Source: an optimization exercise on an open RTL-to-GDS flow (aim: small area, a short achievable clock period and few clock cycles). Production flows keep margins and buffers that such runs may drop.
Power and IR drop assume default switching activity.

Design nc_cpu_top, start of the top module:
module nc_cpu_top #(
    parameter logic [7:0]  RESET_BANK      = 8'h01,
    parameter logic [15:0] RESET_OFFSET    = 16'h8000,
    parameter logic [7:0]  RESET_DATA_BANK = 8'h00
) (
    input  logic        clk,
    input  logic        reset_n,
    output logic        mem_valid,
    output logic        mem_we,
    output logic [23:0] mem_addr,
    output logic [15:0] mem_wdata,
    input  logic        mem_ready,
    input  logic [15:0] mem_rdata,
    output logic        halted
);
Settings: LEC_CHECK=0, CAP_MARGIN=20, CORE_MARGIN=2, CORE_UTILIZATION=40, PLACE_DENSITY=0.6, SLEW_MARGIN=20; clock period 11.0 ns.
standard.sh (not shown) runs the stock make flow with config.mk's settings and CLKGATE_MAP_FILE= SYNTH_SCRIPT=/design/flow/synth_recipe.tcl, a recipe that flattens the netlist after the stock synthesis.
==> flow/flow/run.sh <==
#!/bin/bash
set -euo pipefail
MARGIN=$(cat flow/margin.txt)
bash standard.sh SETUP_SLACK_MARGIN=$MARGIN finish > flow_make.log 2>&1
==> flow/flow/margin.txt <==
6.3
Next try:
--- a/flow/design.v
+++ b/flow/design.v
@@ -304,36 +304,44 @@
     logic [15:0] fa;        
     logic        mph;       
     logic [15:0] mx, my;    
     logic        sv;
     logic [2:0]  sa, sd;
     logic        d_mem, d_st, d_halt, d_mul, d_fwd;
-    logic        d_uj;          
-    logic [7:0]  d_bc;          
     logic [3:0]  op, nop;
     assign nop  = mem_rdata[15:12];
     logic [2:0]  rd, rs, fnc;
     logic [15:0] simm;
     assign op   = ir[15:12];
     assign rd   = ir[11:9];
     assign rs   = ir[8:6];
     assign fnc  = ir[2:0];
     assign simm = {{7{ir[8]}}, ir[8:0]};    
-    logic is_jmp, is_ld;
+    logic is_jmpi, is_jmp, is_br, is_ld;
+    assign is_jmpi = (op == 4'hA);
     assign is_jmp  = (op == 4'hB);
+    assign is_br   = (op == 4'hC);
     assign is_ld   = d_mem && !d_st;
     logic [15:0] a_val, b_val;
-    logic taken;
-    assign taken = d_uj || (d_bc[0] &&  fz) || (d_bc[1] && !fz)
-                        || (d_bc[2] &&  fc) || (d_bc[3] && !fc)
-                        || (d_bc[4] &&  fn) || (d_bc[5] && !fn)
-                        || (d_bc[6] &&  fv) || (d_bc[7] && !fv);
+    logic cond;
+    always_comb begin
+        case (rd)
+            3'd0: cond =  fz;
+            3'd1: cond = !fz;
+            3'd2: cond =  fc;
+            3'd3: cond = !fc;
+            3'd4: cond =  fn;
+            3'd5: cond = !fn;
+            3'd6: cond =  fv;
+            default: cond = !fv;
+        endcase
+    end
     logic        redir, dacc, hlt, mul0, fetching;
     logic [15:0] target, cur, fa_next;
     logic [15:0] tgt;       
-    assign redir   = iv && taken;
+    assign redir  = iv && (is_jmpi || is_jmp || (is_br && cond));
     assign target  = is_jmp ? a_val : tgt;
     assign cur     = redir ? target : fa;
     assign fa_next = cur + 16'd2;
     assign dacc     = iv && d_mem;
     assign hlt      = iv && d_halt;
     assign mul0     = iv && d_mul && !mph;
@@ -442,25 +450,24 @@
             end else if (dacc && mem_ready) begin
                 iv <= 1'b0;
             end
         end
     end
     logic [2:0]  na, nb;
-    logic [15:0] simm2;     
-    assign simm2 = {{7{mem_rdata[8]}}, mem_rdata[8:0]} + 16'd2;
     logic        haz_a, haz_b;
     assign na    = mem_rdata[8:6];
     assign nb    = (nop == 4'hE) ? mem_rdata[11:9] : (nop == 4'hD) ? sd : mem_rdata[5:3];
     assign haz_a = ex_alu && wr && (rd == na);
     assign haz_b = ex_alu && wr && (rd == nb);
     always_ff @(posedge clk) begin
         if (wen)
             regs[rd] <= res;
         if (fetching && mem_ready) begin
             a_val <= haz_a ? res : (regs[na] & {16{rv[na]}});
-            tgt   <= (nop == 4'hA) ? {cur[15:9], mem_rdata[8:0]} : cur + simm2;
+            tgt   <= (nop == 4'hA) ? {cur[15:9], mem_rdata[8:0]}
+                                   : fa_next + {{7{mem_rdata[8]}}, mem_rdata[8:0]};
             b_val <= haz_b ? res : (regs[nb] & {16{rv[nb]}});
         end
     end
     always_ff @(posedge clk) begin
         mx <= mx_d;
         my <= my_d;
@@ -468,12 +475,9 @@
             ir     <= mem_rdata;
             d_mem  <= (nop == 4'hE) || ((nop == 4'hD) && !fwd_hit);
             d_fwd  <= fwd_hit;
             d_st   <= (nop == 4'hE);
             d_halt <= (nop == 4'hF) && (mem_rdata[2:0] == 3'd6);
             d_mul  <= (nop == 4'h9);
-            d_uj   <= (nop == 4'hA) || (nop == 4'hB);
-            for (int i = 0; i < 8; i++)
-                d_bc[i] <= (nop == 4'hC) && (mem_rdata[11:9] == i[2:0]);
         end
     end
 endmodule
=> The changed run ran to the end with no violations. Routed wire length came out higher by 1.5%. Clock skew came out higher by 0.024 ns. Synthesized area came out lower by 1.6%. Worst setup slack is worse by 0.74 ns. Utilization came out higher by 1.3 points. Sequential share of layout area came out lower by 1.3 points. Final area came out higher by 0.75%. Power barely changes. Via count came out higher by 1.0%. Global-route usage came out higher by 0.52 points. Worst hold slack is better by 0.018 ns. Clock-buffer cell count came out higher by 3.
Function was not checked in any run of this note: the RTL went through the layout flow alone.

[port drivers added, routing unchanged]
Ports are ideal in the flow. The routed layouts listed here were re-timed in OpenROAD.
Step 1 sets driving cells, clkbuf_16 on the clock port and buf_2 on the other inputs (assumed; they add their load-dependent delay and slew).
Step 2 times the ports against the registers' clock, not the clock port: input delays grow and output delays shrink by t, the midpoint of the rising clock arrivals with the driver on.
Three values: no drivers, after step 1, after step 2; two values: the first two.
run | t (ns) | setup slack, ns | hold WS [ns] | worst setup path after step 2 | worst slew at a driven data input, ns
the first run | 0.605 | 6.228 / 6.169 / 5.779 | 0.442 / 0.442 / 0.442 | input to register | 0.10
the second run | 0.647 | 5.492 / 5.434 / 5.660 | 0.459 / 0.459 / 0.459 | input to register | 0.06
After both steps every run listed still meets setup and hold. For the first run, which loses most, drivers alone change the setup slack by -0.059 ns; drivers and shift together by -0.449 ns.
